From an optimization exercise on the open Yosys and OpenROAD flow, aimed at small area, a short achievable clock period and few clock cycles per item; shortcuts taken in it are not production practice. Only simulation tests tie the RTL to the original design; equivalence was not proved.

## flow/design.v (module list and top-level ports; edited modules follow where they fit)
// module fp32_div_pipe: 1076 lines
// module fp32_div_csa: 12 lines
// module fp32_div_hadd: 11 lines
module fp32_div_pipe (
  input  logic        clk,
  input  logic        rst_n,
  input  logic        in_valid,
  output logic        in_ready,
  input  logic [31:0] in_a,
  input  logic [31:0] in_b,
  output logic        out_valid,
  input  logic        out_ready,
  output logic [31:0] out_q,
  output logic [3:0]  out_flags
);
  // ...
==> flow/flow/run.sh <==
#!/bin/bash
# Own layout flow: the standard flow (standard synthesis, floorplan, place,
# CTS, route) unchanged, except that the input and output port buffers that
# buffer_ports inserts are sky130_fd_sc_hd__buf_2 cells instead of the default
# choice. Every port is still buffered.
set -euo pipefail
export BUFFER_PORTS_ARGS="-buffer_cell sky130_fd_sc_hd__buf_2"
bash standard.sh finish > standard_flow.log 2>&1
==> flow/standard.sh <==
#!/bin/bash
# synth_recipe.tcl (not shown) runs the flow's synth.tcl, then flattens the netlist and writes it again
# the make line also repeats each setting of config.mk as NAME=value (left out here)
make -C /OpenROAD-flow-scripts/flow DESIGN_CONFIG=/design/flow/config.mk WORK_HOME=/design/flow/orfs CLKGATE_MAP_FILE= SYNTH_SCRIPT=/design/flow/synth_recipe.tcl "${@:-finish}"
==> flow/config.mk <==
export PLATFORM = sky130hd
export DESIGN_NAME = fp32_div_pipe
export DESIGN_NICKNAME = fp32_div_pipe
export VERILOG_FILES = /design/flow/design.v
export SDC_FILE = /design/flow/constraint.sdc
export NUM_CORES = 4
export LEC_CHECK = 0
export ABC_AREA = 1
export CAP_MARGIN = 20
export CORE_MARGIN = 2
export CORE_UTILIZATION = 40
export SLEW_MARGIN = 60
export SYNTH_HIERARCHICAL = 1
export SYNTH_MINIMUM_KEEP_SIZE = 0
==> flow/constraint.sdc <==
create_clock -name core_clock -period 125.0 [get_ports {clk}]
set_input_delay 25.0000 -clock core_clock [delete_from_list [all_inputs] [get_ports {clk}]]
set_output_delay 25.0000 -clock core_clock [all_outputs]
set_load 0.01 [all_outputs]
==> impl_metrics.tcl, run 1 <==
set metrics [dict create \
    status "no timing/DRC/antenna violations" \
    cts_made_buffers 42 \
    nClkBuffers 52 \
    bufAreaShareNonClock_pct 3.132 \
    die-area_mm2 0.1126 \
    maxSlewViolCount 0 \
    path_buf_inv 1 \
    max_slew_margin_pct 56.28 \
    drc 0 \
    r2r_start "r1_S[23]$_DFFE_PN_" \
    wl_met3_mm 9.849 \
    synth_area_mm2 0.04397 \
    crit_path_max_fanout 1 \
    fmax_mhz 38.29 \
    path_clk_slew_ps 60 \
    synthCells 4329 \
    min_from "r1_fa[0]$_DFFE_PN_" \
    critPathSlowestCell "edfxtp_1" \
    setup_ws_ps 98880 \
    ys_seq_area_share_pct 21.72 \
    ctsResizeCount 0 \
    worstSetupPathType "reg -> out" \
    cts.sinks 332 \
    place_area_mm2 0.04637 \
    grt_overflow_total 0 \
    grt_pass1_wl_mm 192.9 \
    grt_max_degree 79 \
    ant_nets 0 \
]
Testbench counts, summed over its fixed seeds: cycles 16,032, items 16,000.
==> run 2, diff against run 1 <==
--- a/flow/design.v
+++ b/flow/design.v
@@ -35,32 +35,33 @@
   logic anan;
   logic ainf;
   logic bnan;
   logic binf;
   logic runf;
   logic [1:0] kind1;
   logic kx1;
   logic [9:0] e1;
+  logic [9:0] e1n;
+  logic [1:0] r2_kind;
+  logic r2_kx;
   logic [23:0] d1;
   logic [5:0] qt1;
   logic [26:0] s1_S;
   logic [26:0] s1_C;
   logic [12:0] s1_qp;
   logic [6:0] s1_qn;
   logic [26:0] r1_S;
   logic [26:0] r1_C;
   logic [12:0] r1_qp;
   logic [6:0] r1_qn;
   logic [22:0] r1_fa;
   logic [22:0] r1_fb;
   logic r1_fbz;
   logic [9:0] r1_e;
-  logic [1:0] r1_kind;
-  logic r1_kx;
   logic r1_s;
   logic [26:0] d2;
   logic [25:0] wg;
   logic [25:0] wp;
   logic negw;
   logic [22:0] cq;
   logic [22:0] cz;
   logic [22:0] cg;
@@ -71,18 +72,16 @@
   logic [4:0] lP;
   logic ccin;
   logic cmid;
   logic [22:0] cc;
   logic [22:0] fr2;
   logic [22:0] r2_fr;
   logic [22:0] r2_fa;
   logic [9:0] r2_e;
-  logic [1:0] r2_kind;
-  logic r2_kx;
   logic r2_s;
   logic [23:0] ma;
   logic [47:0] pg;
   logic [47:0] ppr;
   logic [48:0] pc;
   logic [47:0] p;
   logic p47;
   logic [22:0] mant;
@@ -90,27 +89,16 @@
   logic sticky;
   logic rnd;
   logic [23:0] ic;
   logic [22:0] mant_r;
   logic mcarry;
   logic [9:0] exp_r;
   logic n_ovf;
   logic n_unf;
-  logic [9:0] ex0;
-  logic [9:0] ex1;
-  logic [9:0] ex2;
-  logic ov0;
-  logic ov1;
-  logic ov2;
-  logic un0;
-  logic un1;
-  logic un2;
-  logic inc1;
-  logic inc2;
   logic k_nan;
   logic k_inf;
   logic k_zero;
   logic [31:0] q3;
   logic [3:0] f3;
   logic [31:0] out_q_r;
   logic [3:0] out_f_r;
   logic [31:0] sk_q;
@@ -472,24 +460,20 @@
       r1_S    <= s1_S;
       r1_C    <= s1_C;
       r1_qp   <= s1_qp;
       r1_qn   <= s1_qn;
       r1_fa   <= fa1;
       r1_fb   <= fb1;
       r1_fbz  <= ~b_fnz;
       r1_e    <= e1;
-      r1_kind <= kind1;
-      r1_kx   <= kx1;
       r1_s    <= r0_s;
       r2_fr   <= fr2;
       r2_fa   <= r1_fa;
       r2_e    <= r1_e;
-      r2_kind <= r1_kind;
-      r2_kx   <= r1_kx;
       r2_s    <= r1_s;
     end
     if (~out_v | out_ready) begin
       out_q_r <= sk_v ? sk_q : q3;
       out_f_r <= sk_v ? sk_f : f3;
     end
     if (~sk_v) begin
       sk_q <= q3;
@@ -507,17 +491,18 @@
     kind1 = 2'b00; kx1 = 1'b0;
     if (anan | bnan) begin kind1 = 2'b01; kx1 = 1'b0; end
     else if ((ainf & binf) | (a_ez & b_ez)) begin kind1 = 2'b01; kx1 = 1'b1; end
     else if (ainf) begin kind1 = 2'b10; kx1 = 1'b0; end
     else if (b_ez) begin kind1 = 2'b10; kx1 = 1'b1; end
     else if (a_ez | binf) begin kind1 = 2'b11; kx1 = 1'b0; end
     else if (runf) begin kind1 = 2'b11; kx1 = 1'b1; end
   end
-  assign e1 = {2'b00, ea} - {2'b00, eb} + 10'd126 + {9'd0, ~b_fnz};
+  assign e1n = {2'b00, ea} - {2'b00, eb} + 10'd126 + {9'd0, ~b_fnz};
+  assign e1 = (kind1 == 2'b00) ? e1n : {3'b100, 4'b0000, kind1, kx1};
   localparam logic [127:0] QTAB0 = 128'h1e1e3871c718e73199999936db695aab;
   assign qt1[0] = QTAB0[fb1[22:16]];
   localparam logic [127:0] QTAB1 = 128'h01fe07f03f07e0f0787878f1c718c667;
   assign qt1[1] = QTAB1[fb1[22:16]];
   localparam logic [127:0] QTAB2 = 128'h0001fff000ffe00ff807f80fc0f83e1f;
   assign qt1[2] = QTAB2[fb1[22:16]];
   localparam logic [127:0] QTAB3 = 128'h0000000fffffe00007fff8003ff801ff;
   assign qt1[3] = QTAB3[fb1[22:16]];
@@ -1023,51 +1008,42 @@
   assign guard = p47 ? p[23] : p[22];
   assign sticky = (|p[21:0]) | (p47 & p[22]);
   assign rnd = guard & (sticky | mant[0]);
   assign ic[0] = rnd;
   assign ic[1] = ic[0] & (&mant[0:0]);
   assign ic[2] = ic[0] & (&mant[1:0]);
   assign ic[3] = ic[0] & (&mant[2:0]);
   assign ic[4] = ic[0] & (&mant[3:0]);
-  assign ic[5] = ic[4] & (&mant[4:4]);
-  assign ic[6] = ic[4] & (&mant[5:4]);
-  assign ic[7] = ic[4] & (&mant[6:4]);
-  assign ic[8] = ic[4] & (&mant[7:4]);
+  assign ic[5] = ic[0] & (&mant[4:0]);
+  assign ic[6] = ic[0] & (&mant[5:0]);
+  assign ic[7] = ic[0] & (&mant[6:0]);
+  assign ic[8] = ic[0] & (&mant[7:0]);
   assign ic[9] = ic[8] & (&mant[8:8]);
   assign ic[10] = ic[8] & (&mant[9:8]);
   assign ic[11] = ic[8] & (&mant[10:8]);
   assign ic[12] = ic[8] & (&mant[11:8]);
-  assign ic[13] = ic[12] & (&mant[12:12]);
-  assign ic[14] = ic[12] & (&mant[13:12]);
-  assign ic[15] = ic[12] & (&mant[14:12]);
-  assign ic[16] = ic[12] & (&mant[15:12]);
+  assign ic[13] = ic[8] & (&mant[12:8]);
+  assign ic[14] = ic[8] & (&mant[13:8]);
+  assign ic[15] = ic[8] & (&mant[14:8]);
+  assign ic[16] = ic[8] & (&mant[15:8]);
   assign ic[17] = ic[16] & (&mant[16:16]);
   assign ic[18] = ic[16] & (&mant[17:16]);
   assign ic[19] = ic[16] & (&mant[18:16]);
   assign ic[20] = ic[16] & (&mant[19:16]);
-  assign ic[21] = ic[20] & (&mant[20:20]);
-  assign ic[22] = ic[20] & (&mant[21:20]);
-  assign ic[23] = ic[20] & (&mant[22:20]);
-  assign mcarry = rnd & (&mant);
+  assign ic[21] = ic[16] & (&mant[20:16]);
+  assign ic[22] = ic[16] & (&mant[21:16]);
+  assign ic[23] = ic[16] & (&mant[22:16]);
+  assign mcarry = ic[23];
   assign mant_r = mant ^ ic[22:0];
-  assign ex0 = r2_e;
-  assign ex1 = r2_e + 10'd1;
-  assign ex2 = r2_e + 10'd2;
-  assign ov0 = ~ex0[9] & (ex0[8] | (&ex0[7:0]));
-  assign ov1 = ~ex1[9] & (ex1[8] | (&ex1[7:0]));
-  assign ov2 = ~ex2[9] & (ex2[8] | (&ex2[7:0]));
-  assign un0 = ex0[9] | (ex0 == 10'd0);
-  assign un1 = ex1[9] | (ex1 == 10'd0);
-  assign un2 = ex2[9] | (ex2 == 10'd0);
-  assign inc2 = p47 & mcarry;
-  assign inc1 = p47 ^ mcarry;
-  assign exp_r = inc2 ? ex2 : (inc1 ? ex1 : ex0);
-  assign n_ovf = inc2 ? ov2 : (inc1 ? ov1 : ov0);
-  assign n_unf = inc2 ? un2 : (inc1 ? un1 : un0);
+  assign exp_r = r2_e + {8'd0, p47 & mcarry, p47 ^ mcarry};
+  assign n_ovf = ~exp_r[9] & (exp_r[8] | (&exp_r[7:0]));
+  assign n_unf = exp_r[9] | (exp_r == 10'd0);
+  assign r2_kind = (r2_e[9:7] == 3'b100) ? r2_e[2:1] : 2'b00;
+  assign r2_kx = r2_e[0];
   assign k_nan = (r2_kind == 2'b01);
   assign k_inf = (r2_kind == 2'b10) | ((r2_kind == 2'b00) & n_ovf);
   assign k_zero = (r2_kind == 2'b11) | ((r2_kind == 2'b00) & n_unf & ~n_ovf);
   assign q3 = {r2_s & ~k_nan,
                (k_nan | k_inf) ? 8'hFF : (k_zero ? 8'h00 : exp_r[7:0]),
                k_nan ? 23'h400001 : ((k_inf | k_zero) ? 23'd0 : mant_r)};
   assign f3 = {k_nan & r2_kx,
                (r2_kind == 2'b10) & r2_kx,
==> flow/config.mk (replaced) <==
export PLATFORM = sky130hd
export DESIGN_NAME = fp32_div_pipe
export DESIGN_NICKNAME = fp32_div_pipe
export VERILOG_FILES = /design/flow/design.v
export SDC_FILE = /design/flow/constraint.sdc
export NUM_CORES = 4
export LEC_CHECK = 0
export ABC_AREA = 1
export CAP_MARGIN = 20
export CORE_MARGIN = 2
export CORE_UTILIZATION = 60
export SLEW_MARGIN = 60
export SYNTH_HIERARCHICAL = 1
export SYNTH_MINIMUM_KEEP_SIZE = 0
==> run 2 against run 1 <==
- synthesized area fell by 1.4%
- register-to-register slack improved by 170 ps
- largest cell class unchanged
- highest routed layer unchanged
- die area fell by 34%
- cell count fell by 8.8%
- utilization rose by 21 points
- global-route usage rose by 9.5 points
==> impl_metrics.tcl, run 2 <==
set metrics [dict create \
    final-setup-viol-count 0 \
    ctsResizeCount 0 \
    finalCritPeriodShare_pct 20.89 \
    hold_buffers 0 \
    vias 31330 \
    yosys.area.top_type "fa_1" \
    port_buffers 105 \
    h-tree-depth 2 \
    wl_met1_mm 47.59 \
    crit_path_max_fanout 1 \
    io_pins 106 \
    firstDrtPassIters 6 \
    cp.arrival_ps 1120 \
    largestRegisters "out_q_r x32, sk_q x32" \
    endpoint_kind "primary output" \
    max_slew_margin_pct 56.55 \
    grt_pass1_wl_mm 183.2 \
    skew_ps 29.74 \
    top_layer "met4" \
    path_buf_inv 1 \
    core_area_mm2 0.07149 \
    synth_top_area_share_pct 39.89 \
    async_flop_share_pct 0 \
    gp_congestion 0.9132 \
    wire_per_inst_um 21.43 \
    hold_class "reg -> reg" \
    grt_max_degree 133 \
    synth_edf_count 284 \
    critPathMaxStageDelay_ps 390 \
    grt_pass1_vias 32660 \
    worstSetupPathType "reg -> out" \
    synth.most_common_cell "fa_1" \
    netlist_top_cells_count "fa_1, nand2_1, o21ai_0" \
    worstRegToRegCells 117 \
    avgSynthCellArea_um2 10.10 \
    cts_setup_buffers 0 \
    wl_met3_mm 7.410 \
    ctsLongestPathBuffers 3 \
    cts_root_buf "clkbuf_16" \
    holdPathEnd "r2_s$_DFFE_PN_" \
    gr-usage-all-layers_pct 31.47 \
    crit_required_ps 100000 \
    vias_per_cell 5.937 \
    finalNetCount 5381 \
    die_w_um 272.8 \
    synth_warnings 7 \
    die-area_mm2 0.07444 \
    status "no timing/DRC/antenna violations" \
    wl_met2_mm 54.79 \
    antenna_found_initial 0 \
    synth.area.top_cells "fa_1, edfxtp_1, nand2_1, xor2_1, o21ai_0" \
    r2r_slack_ps 100400 \
    drc 0 \
    ys_ff_latch 326 \
    ant_nets 0 \
    synth-main-ff-cell "edfxtp_1" \
    fmax_mhz 38.29 \
    min_from "r1_s$_DFFE_PN_" \
    reg2reg_to "r2_fr[10]$_DFFE_PN_" \
    die_h_um 272.8 \
    crit_family "flip-flops" \
    grt_overflow_total 0 \
    rows 98 \
    cts_tree "done" \
    worstHoldPathCells 0 \
    cts.sinks 326 \
    layout-drive-gt1-share_pct 8.851 \
    maxSlewViolCount 0 \
    cp-start-kind "register" \
    synth_area_mm2 0.04337 \
    setup_tns_ps 0 \
    worst_slew_pin_slew_ps 645.8 \
    cts_made_buffers 37 \
    routed_wl_mm 113.1 \
    cp_cell_sequence "buf_2" \
    final_cell_mix "fa_1, nand2_1, o21ai_0, inv_1, xor2_1" \
    setup_ws_ps 98880 \
    final_common_cell "fa_1" \
    dp_hpwl_mm 85.93 \
    areaGrowthSynthToFinish_pct 7.207 \
    ys_seq_area_share_pct 21.60 \
    rsz0062_at_grt "false" \
    finalHoldViolCount 0 \
    path_clk_slew_ps 60 \
    ys_types 60 \
    clock_latency_ps 570 \
    synthCells 4292 \
    critPathSlowestCell "edfxtp_1" \
    fin_crit_ps 26120 \
    start_util_pct 60.66 \
    diodes 0 \
    fill_cells 5755 \
    r2r_start "r1_S[24]$_DFFE_PN_" \
    drt_iter0_drc 2539 \
    drv_cap 0 \
    dp_slack_ps 99070 \
]
-- run 2: metal layers --
metal | up-vias | track usage (%)
met3 | 247 | 4.402
met5 | - | 0
met1 | 15750 | 44.18
li1 | 14140 | -
met2 | 1187 | 51.82
met4 | 0 | 8.647
-- run 2: layout make-up --
cell class	count	area [µm²]	share of cell area (%)
multi-input combinational	3371	31940	68.70
tap	950	1189	2.557
inverter	323	1241	2.670
clock inverter	14	132.6	0.2853
timing repair buffer	240	1587	3.413
sequential	326	9369	20.15
clock buffer	53	1036	2.228
-- run 2: per-stage QoR --
step	std cells	hold slack, ps	area, µm²	utilization [%]
global route	5277	422.1	46490	65.03
floorplan	4324	400.3	43490	-
finish	5277	414.5	46490	65.03
detailed placement	5205	404.5	45240	63.28
global placement	5177	401.1	44930	62.85
CTS	5272	415.1	46410	64.92
-- run 2: worst max-delay path by stage --
stage / start / cells past startpoint / slack [ps] / endpoint
final: out_f_r[2]$_DFFE_PN_ / 1 / 98880 / out_flags[2]
after global routing: r1_S[22]$_DFFE_PN_ / 115 / 98210 / r2_fr[10]$_DFFE_PN_
after floorplan: out_ready / 1 / 99120 / out_f_r[0]$_DFFE_PN_
after CTS: out_f_r[2]$_DFFE_PN_ / 1 / 98830 / out_flags[2]
after global placement: r0_b[16]$_DFFE_PN_ / 92 / 98270 / r1_S[20]$_DFFE_PN_
after detailed placement: out_ready / 2 / 99070 / out_q_r[1]$_DFFE_PN_
-- run 2: cells by family (layout without fill, tap and decap cells) --
logic type      count (synthesis)  after routing  share of synthesized area (%)
xor+xnor                      316            316                          6.382
other cells                     2             34                        0.01732
compound gates                909            909                          11.73
buf+inv                       627            630                          5.444
fa+ha+maj                    1014           1014                          44.21
simple gates                 1091           1091                          10.44
mux                             7              7                         0.1616
flops                         326            326                          21.60
-- run 2: worst reg2reg max path: cells and delay by family (launching register included) --
family,cells,cell delay (ps)
buffers and inverters,20,4380
AOI/OAI and AO/OA,23,3200
DFF,1,420
adders and majority gates,24,9580
and+or+nand+nor,50,6800
Testbench counts of run 2, summed over its fixed seeds: cycles 16,032, items 16,000.
==> run 3, diff against run 2 <==
--- a/flow/config.mk
+++ b/flow/config.mk
@@ -8,7 +8,7 @@
 export ABC_AREA = 1
 export CAP_MARGIN = 20
 export CORE_MARGIN = 2
-export CORE_UTILIZATION = 60
+export CORE_UTILIZATION = 40
 export SLEW_MARGIN = 60
 export SYNTH_HIERARCHICAL = 1
 export SYNTH_MINIMUM_KEEP_SIZE = 0
==> run 3 against run 2 <==
- count of clock-buffer cells in the layout is 4 lower
- clock skew is 22 ps higher
- fmax is 0.35% lower
- cell count is 8.7% higher
- critical path depth stayed put
- largest cell class unchanged
- still clean on timing, DRC and antenna
- highest routed layer unchanged
==> impl_metrics.tcl, run 3 <==
set metrics [dict create \
    h-tree-depth 2 \
    final_common_cell "fa_1" \
    yosys.area.top_type "fa_1" \
    diodes 0 \
    synth_top_area_share_pct 39.89 \
    synth_area_mm2 0.04337 \
    clock_latency_ps 630 \
    core_area_mm2 0.1074 \
    path_buf_inv 1 \
    grt_overflow_total 0 \
    maxSlewViolCount 0 \
    finalHoldViolCount 0 \
    critPathSlowestCell "edfxtp_1" \
    cts_setup_buffers 0 \
    cp-start-kind "register" \
    firstDrtPassIters 6 \
    hold_class "reg -> reg" \
    async_flop_share_pct 0 \
    gp_congestion 0.8836 \
    grt_pass1_vias 32950 \
    cp.arrival_ps 1210 \
    vias 31210 \
    dp_hpwl_mm 89.60 \
    status "no timing/DRC/antenna violations" \
    crit_family "flip-flops" \
    die_w_um 333.3 \
    drc 0 \
    areaGrowthSynthToFinish_pct 8.964 \
    crit_required_ps 100000 \
    endpoint_kind "primary output" \
    finalNetCount 5388 \
    ant_nets 0 \
    rows 120 \
    gr-usage-all-layers_pct 21.60 \
    path_clk_slew_ps 70 \
    port_buffers 105 \
    max_slew_margin_pct 60.83 \
    final_util_pct 44.02 \
    wire_per_inst_um 20.53 \
    ctsLongestPathBuffers 3 \
    io_pins 106 \
    grt_pass1_wl_mm 189.1 \
    synth_warnings 7 \
    crit_path_max_fanout 1 \
    cts_tree "done" \
    fill_cells 10060 \
    drv_cap 0 \
    skew_ps 51.39 \
    ctsResizeCount 0 \
    rsz0062_at_grt "false" \
    cts_made_buffers 40 \
    vias_per_cell 5.439 \
    r2r_slack_ps 100610 \
    worstSetupPathType "reg -> out" \
    worst_slew_pin_slew_ps 582.1 \
    antenna_found_initial 7 \
    avgSynthCellArea_um2 10.10 \
    fin_crit_ps 26210 \
    finalCritPeriodShare_pct 20.97 \
    start_util_pct 40.40 \
    synth.area.top_cells "fa_1, edfxtp_1, nand2_1, xor2_1, o21ai_0" \
    die_h_um 333.3 \
    final_cell_mix "fa_1, nand2_1, o21ai_0, inv_1, xor2_1" \
    ff_latch_area_mm2 0.009369 \
    netlist_top_cells_count "fa_1, nand2_1, o21ai_0" \
    cts_root_buf "clkbuf_16" \
    cts.sinks 326 \
    drt_iter0_drc 2437 \
    ys_seq_area_share_pct 21.60 \
    grt_max_degree 72 \
    synth.most_common_cell "fa_1" \
    die-area_mm2 0.1111 \
    layout-drive-gt1-share_pct 9.227 \
    routed_wl_mm 117.8 \
    cp_cell_sequence "buf_2" \
    ys_types 60 \
    synth_edf_count 284 \
    setup_tns_ps 0 \
    hold_buffers 0 \
    critPathMaxStageDelay_ps 410 \
    fmax_mhz 38.16 \
    multi_input_area_mm2 0.03194 \
    synthCells 4292 \
    final-setup-viol-count 0 \
    largestRegisters "out_q_r x32, sk_q x32" \
    ys_ff_latch 326 \
    synth-main-ff-cell "edfxtp_1" \
]
run 3: cell types whose count changed in the layout (fill, tap and decap cells not counted), sizes merged:
cell      previous run  this run
buf                240       244
bufinv               0         2
clkbuf              53        49
clkinv              13        17
clkinvlp             1         4
inv                323       322
run 3: final cells by class:
type | count | share of cell area [%]
Clock buffer | 49 | 2.232
Sequential cell | 326 | 19.83
Timing Repair Buffer | 244 | 3.519
Tap cell | 1403 | 3.715
Multi-Input combinational cell | 3371 | 67.60
Inverter | 323 | 2.590
Clock inverter | 22 | 0.5137
run 3: path summary, 6_finish.rpt:
check / endpoint / cells past startpoint / startpoint
min: r2_fa[15]$_DFFE_PN_ / 0 / r1_fa[15]$_DFFE_PN_
min reg2reg: r2_fa[15]$_DFFE_PN_ / 0 / r1_fa[15]$_DFFE_PN_
max reg2reg: r2_fr[22]$_DFFE_PN_ / 108 / r1_S[22]$_DFFE_PN_
max: out_flags[2] / 1 / out_f_r[2]$_DFFE_PN_
run 3: cells by family after synthesis:
kind of cell | after synthesis | share of synthesized area, %
xor gates and xnor gates | 316 | 6.382
other | 2 | 0.01732
DFF | 326 | 21.60
muxes | 7 | 0.1616
and+or+nand+nor | 1091 | 10.44
AOI/OAI and AO/OA | 909 | 11.73
adders and majority gates | 1014 | 44.21
buffers and inverters | 627 | 5.444
run 3: metal layers:
metal	vias to the layer above	global-route usage, %	wire, µm
li1	14180	-	-
met1	15770	30.26	52070
met2	1096	34.50	54150
met3	155	4.343	9090
met4	0	5.170	2483
met5	-	0	0
run 3: per-stage QoR:
stage / cells / cell area [µm²] / setup WS, ps / hold slack [ps]
3_5_place_dp: 5665 / 45890 / 99020 / 404.5
5_1_grt: 5738 / 47250 / 98500 / 422.9
2_1_floorplan: 4324 / 43490 / 99120 / 400.3
3_3_place_gp: 5621 / 45440 / 96090 / 401.5
4_1_cts: 5736 / 47190 / 98730 / 417.2
6_report: 5738 / 47250 / 98790 / 416.3
==> run 4, diff against run 3 <==
--- a/flow/config.mk
+++ b/flow/config.mk
@@ -8,7 +8,7 @@
 export ABC_AREA = 1
 export CAP_MARGIN = 20
 export CORE_MARGIN = 2
-export CORE_UTILIZATION = 40
+export CORE_UTILIZATION = 72
 export SLEW_MARGIN = 60
 export SYNTH_HIERARCHICAL = 1
 export SYNTH_MINIMUM_KEEP_SIZE = 0
==> run 4 against run 3 <==
- clock skew decreased by 14 ps
- cell area is 2.0% lower
- wire length is 3.1% lower
- register-to-register slack worse by 480 ps
- still clean on timing, DRC and antenna
- highest routed layer unchanged
- critical endpoint unchanged
==> impl_metrics.tcl, run 4 <==
set metrics [dict create \
    status "no timing/DRC/antenna violations" \
    avgSynthCellArea_um2 10.10 \
    gp_congestion 0.9486 \
    skew_ps 37.30 \
    critPathMaxStageDelay_ps 390 \
    ctsLongestPathBuffers 3 \
    port_buffers 105 \
    setup_tns_ps 0 \
    crit_family "flip-flops" \
    start_util_pct 73.20 \
    synth_area_mm2 0.04337 \
    cts_setup_buffers 0 \
    hold_class "reg -> reg" \
    die-area_mm2 0.06221 \
    fin_crit_ps 26120 \
    synth.most_common_cell "fa_1" \
    grt_max_degree 132 \
    netlist_top_cells_count "fa_1, nand2_1, o21ai_0" \
    synth-main-ff-cell "edfxtp_1" \
    vias_per_cell 6.362 \
    critPathSlowestCell "edfxtp_1" \
    rows 89 \
    worst_slew_pin_slew_ps 569.2 \
    rsz0062_at_grt "false" \
    grt_pass1_wl_mm 185.2 \
    drt_iter0_drc 3021 \
    crit_required_ps 100000 \
    cts_made_buffers 37 \
    yosys.area.top_type "fa_1" \
    async_flop_share_pct 0 \
    final_cell_mix "fa_1, nand2_1, o21ai_0, inv_1, xor2_1" \
    die_h_um 249.4 \
    cts_root_buf "clkbuf_16" \
    h-tree-depth 2 \
    final_common_cell "fa_1" \
    wire_per_inst_um 22.40 \
    clock_latency_ps 590 \
    finalCritPeriodShare_pct 20.89 \
    path_buf_inv 1 \
    cp.arrival_ps 1120 \
    core_area_mm2 0.05924 \
    synthCells 4292 \
    maxSlewViolCount 0 \
    finalNetCount 5377 \
    max_slew_margin_pct 62.05 \
    gr-usage-all-layers_pct 38.09 \
    firstDrtPassIters 6 \
    ctsResizeCount 0 \
    synth_edf_count 284 \
    ys_seq_area_share_pct 21.60 \
    hold_buffers 0 \
    dp_hpwl_mm 84.10 \
    crit_path_max_fanout 1 \
    cp_cell_sequence "buf_2" \
    vias 32420 \
    fill_cells 3946 \
    ys_ff_latch 326 \
    r2r_slack_ps 100130 \
    synth_top_area_share_pct 39.89 \
    cp-start-kind "register" \
    antenna_found_initial 1 \
    drv_cap 0 \
    fin_hold_ws_ps 414.6 \
    cts.sinks 326 \
    synth_warnings 7 \
    worstSetupPathType "reg -> out" \
    largestRegisters "out_q_r x32, sk_q x32" \
    areaGrowthSynthToFinish_pct 6.749 \
    final-setup-viol-count 0 \
    finalHoldViolCount 0 \
    ys_types 60 \
    path_clk_slew_ps 60 \
    grt_overflow_total 0 \
    fmax_mhz 38.29 \
    routed_wl_mm 114.1 \
    synth.area.top_cells "fa_1, edfxtp_1, nand2_1, xor2_1, o21ai_0" \
    die_w_um 249.4 \
    ant_nets 0 \
    diodes 0 \
    cts_tree "done" \
    drc 0 \
    io_pins 106 \
    grt_pass1_vias 34160 \
    endpoint_kind "primary output" \
    layout-drive-gt1-share_pct 8.836 \
]
==> run 4: kinds of logic (layout without fill, tap and decap cells) <==
family,count (synthesis),count (layout),share of synthesized area (%)
AO/OA/AOI/OAI,909,909,11.73
XOR/XNOR,316,316,6.382
adder cells (fa/ha/maj),1014,1014,44.21
buffers and inverters,627,626,5.444
flip-flops,326,326,21.60
multiplexers,7,7,0.1616
other,2,34,0.01732
AND/OR/NAND/NOR,1091,1091,10.44
==> run 4: final timing paths <==
path,start,endpoint,cells past startpoint
max,out_f_r[2]$_DFFE_PN_,out_flags[2],1
min,r1_e[9]$_SDFFCE_PP1N_,r2_e[9]$_DFFE_PN_,0
max reg2reg,r1_S[22]$_DFFE_PN_,r2_fr[22]$_DFFE_PN_,120
min reg2reg,r1_e[9]$_SDFFCE_PP1N_,r2_e[9]$_DFFE_PN_,0
==> run 4: cell type report <==
class                   instances  area, µm²  share of cell area (%)
clock buffers                  44      982.2                   2.122
clock inverters                23      262.8                  0.5676
inverters                     323       1231                   2.660
multi-input cells            3371      31920                   68.96
flip-flops and latches        326       9369                   20.24
well taps                     773      967.2                   2.089
repair buffers                236       1555                   3.360
==> run 4: stage by stage <==
stage | instance area (µm²) | utilization [%] | instances | worst slack, ps
CTS | 46220 | 78.02 | 5091 | 98850
detailed placement | 44980 | 75.92 | 5024 | 99080
global placement | 44680 | 75.43 | 5000 | 98200
global route | 46290 | 78.14 | 5096 | 98030
finish | 46290 | 78.14 | 5096 | 98880
floorplan | 43490 | - | 4324 | 99120
==> run 4: metal layers <==
| layer | global-route usage (%) | share of wire (%) | vias up | wire (µm) |
|---|---|---|---|---|
| met5 | 0.2317 | 0 | - | 0 |
| met4 | 12.91 | 3.8 | 0 | 4314 |
| met3 | 7.958 | 9.6 | 370 | 10930 |
| met2 | 63.08 | 49 | 1853 | 56030 |
| met1 | 50.76 | 38 | 16060 | 42860 |
| li1 | - | - | 14140 | - |
==> run 5, diff against run 4 <==
--- a/flow/config.mk
+++ b/flow/config.mk
@@ -8,7 +8,9 @@
 export ABC_AREA = 1
 export CAP_MARGIN = 20
 export CORE_MARGIN = 2
-export CORE_UTILIZATION = 72
+export CORE_UTILIZATION = 60
+export CTS_CLUSTER_DIAMETER = 80
+export CTS_CLUSTER_SIZE = 24
 export SLEW_MARGIN = 60
 export SYNTH_HIERARCHICAL = 1
 export SYNTH_MINIMUM_KEEP_SIZE = 0
==> run 5 against run 4 <==
- still clean on timing, DRC and antenna
- clock skew grew 7.6 ps
- sequential cell count stayed put
- worst setup slack improved by 5.2 ps
==> impl_metrics.tcl, run 5 <==
set metrics [dict create \
    place_area_mm2 0.04524 \
    max_slew_margin_pct 59.25 \
    finalHoldViolCount 0 \
    r2r_start "r1_S[24]$_DFFE_PN_" \
    fin_hold_ws_ps 403.3 \
    grt_overflow_total 0 \
    final-setup-viol-count 0 \
    maxSlewViolCount 0 \
    critPathMaxStageDelay_ps 400 \
    ys_seq_area_share_pct 21.60 \
    dp_slack_ps 99070 \
    ys_ff_latch 326 \
    synth_warnings 7 \
    vias 31160 \
    synth.most_common_cell "fa_1" \
    reg2reg_to "r2_fr[10]$_DFFE_PN_" \
    largestRegisters "out_q_r x32, sk_q x32" \
    gp_congestion 0.9132 \
    ys_types 60 \
    fmax_mhz 38.30 \
    drv_cap 0 \
    vias_per_cell 5.939 \
    final_common_cell "fa_1" \
    clock_latency_ps 560 \
    crit_required_ps 100000 \
    ctsLongestPathBuffers 3 \
    synth_edf_count 284 \
    cp_cell_sequence "buf_2" \
    worstRegToRegCells 117 \
    start_util_pct 60.66 \
    crit_family "flip-flops" \
    wire_per_inst_um 21.40 \
    synth_area_mm2 0.04337 \
    diodes 0 \
    dp_hpwl_mm 85.93 \
    areaGrowthSynthToFinish_pct 6.108 \
    worst_slew_pin_slew_ps 605.7 \
    layout.cell_area.non_filler_mm2 0.04601 \
    gr-usage-all-layers_pct 31.16 \
    ctsResizeCount 0 \
    setup_tns_ps 0 \
    routed_wl_mm 112.3 \
    endpoint_kind "primary output" \
    finalCritPeriodShare_pct 20.89 \
    die-area_mm2 0.07444 \
    cts_tree "done" \
    fill_cells 5802 \
    ant_nets 0 \
    die_w_um 272.8 \
    avgSynthCellArea_um2 10.10 \
    io_pins 106 \
    worstHoldPathCells 0 \
    fin_crit_ps 26110 \
    grt_pass1_vias 32430 \
    path_buf_inv 1 \
    grt_max_degree 133 \
    h-tree-depth 1 \
    async_flop_share_pct 0 \
    core_area_mm2 0.07149 \
    antenna_found_initial 0 \
    rsz0062_at_grt "false" \
    final_cell_mix "fa_1, nand2_1, o21ai_0, inv_1, xor2_1" \
    firstDrtPassIters 6 \
    worstSetupPathType "reg -> out" \
    hold_buffers 0 \
    cts_made_buffers 21 \
    port_buffers 105 \
    cts_setup_buffers 0 \
    yosys.area.top_type "fa_1" \
    cts_root_buf "clkbuf_16" \
    min_from "r1_fa[4]$_DFFE_PN_" \
    drc 0 \
    setup_ws_ps 98890 \
    cp-start-kind "register" \
    crit_path_max_fanout 1 \
    synth-main-ff-cell "edfxtp_1" \
    finalNetCount 5365 \
    status "no timing/DRC/antenna violations" \
    layout-drive-gt1-share_pct 8.401 \
    grt_pass1_wl_mm 181.9 \
    rows 98 \
    holdPathEnd "r2_fa[4]$_DFFE_PN_" \
    synth_top_area_share_pct 39.89 \
    drt_iter0_drc 2466 \
    skew_ps 44.93 \
    path_clk_slew_ps 100 \
    r2r_slack_ps 100340 \
    cts.sinks 326 \
    critPathSlowestCell "edfxtp_1" \
    netlist_top_cells_count "fa_1, nand2_1, o21ai_0" \
    die_h_um 272.8 \
    synthCells 4292 \
    cp.arrival_ps 1110 \
    hold_class "reg -> reg" \
    synth.area.top_cells "fa_1, edfxtp_1, nand2_1, xor2_1, o21ai_0" \
]
## run 5: cell counts after synthesis
Identical to the previous run, type by type.
## run 5: cell families (layout without fill, tap and decap cells)
kind of cell	after synthesis	count (layout)	synth area share (%)
simple gates	1091	1091	10.44
fa+ha+maj	1014	1014	44.21
xor+xnor	316	316	6.382
flops	326	326	21.60
other cells	2	34	0.01732
mux	7	7	0.1616
buf+inv	627	600	5.444
compound gates	909	909	11.73
## run 5: routing by layer
layer	vias up	GRT usage, %	routed length, µm
li1	14080	-	-
met1	15710	44.08	47610
met2	1154	51.81	54730
met3	218	3.849	7054
met4	0	7.562	2881
met5	-	0	0
## run 5: worst max-delay path by stage
stage / cells past startpoint / to / startpoint
CTS: 1 / out_flags[2] / out_f_r[2]$_DFFE_PN_
global placement: 92 / r1_S[20]$_DFFE_PN_ / r0_b[16]$_DFFE_PN_
detailed placement: 2 / out_q_r[1]$_DFFE_PN_ / out_ready
finish: 1 / out_flags[0] / out_f_r[0]$_DFFE_PN_
floorplan: 1 / out_f_r[0]$_DFFE_PN_ / out_ready
global route: 115 / r2_fr[10]$_DFFE_PN_ / r1_S[22]$_DFFE_PN_
## run 5: cell type report
cell class	instances	area, µm²	share of cell area [%]
multi-input combinational	3371	31940	69.41
sequential	326	9369	20.36
timing repair buffer	240	1587	3.448
inverter	323	1241	2.697
tap	950	1189	2.583
clock buffer	29	569.3	1.237
clock inverter	8	122.6	0.2665
## run 5: through the flow
step,utilization [%],std cells
2_1_floorplan,-,4324
3_3_place_gp,62.85,5177
3_5_place_dp,63.28,5205
4_1_cts,64.25,5242
5_1_grt,64.37,5247
6_report,64.37,5247

==> static timing again, ports no longer ideal <==
No port has a modelled driver above. Below, the same layouts with a new extraction and two added sets of constraints. Step 1 (the two cells are an assumption about what drives the block):
set clk [get_ports {clk}]
set_driving_cell -lib_cell sky130_fd_sc_hd__clkbuf_16 $clk
set_driving_cell -lib_cell sky130_fd_sc_hd__buf_2 [delete_from_list [all_inputs] $clk]
Step 2 also shifts input and output timing later by t, the mid clock arrival at the registers, as if the neighbouring blocks saw the same clock. Slacks: no drivers / after step 1 / after step 2; pairs: no drivers / after step 1.
run | t, ns | setup WS [ns] | worst setup path after step 2 | slew at the worst register clock pin (ns)
run 1 | 0.663 | 98.881 / 98.806 / 99.060 | input to register | 0.07 / 0.07
run 2 | 0.624 | 98.883 / 98.816 / 99.072 | input to register | 0.07 / 0.07
run 3 | 0.681 | 98.791 / 98.714 / 99.030 | input to register | 0.07 / 0.07
run 4 | 0.635 | 98.882 / 98.815 / 99.077 | input to register | 0.07 / 0.07
run 5 | 0.605 | 98.888 / 98.823 / 99.103 | input to register | 0.10 / 0.10
After both steps every run listed still meets setup and hold.
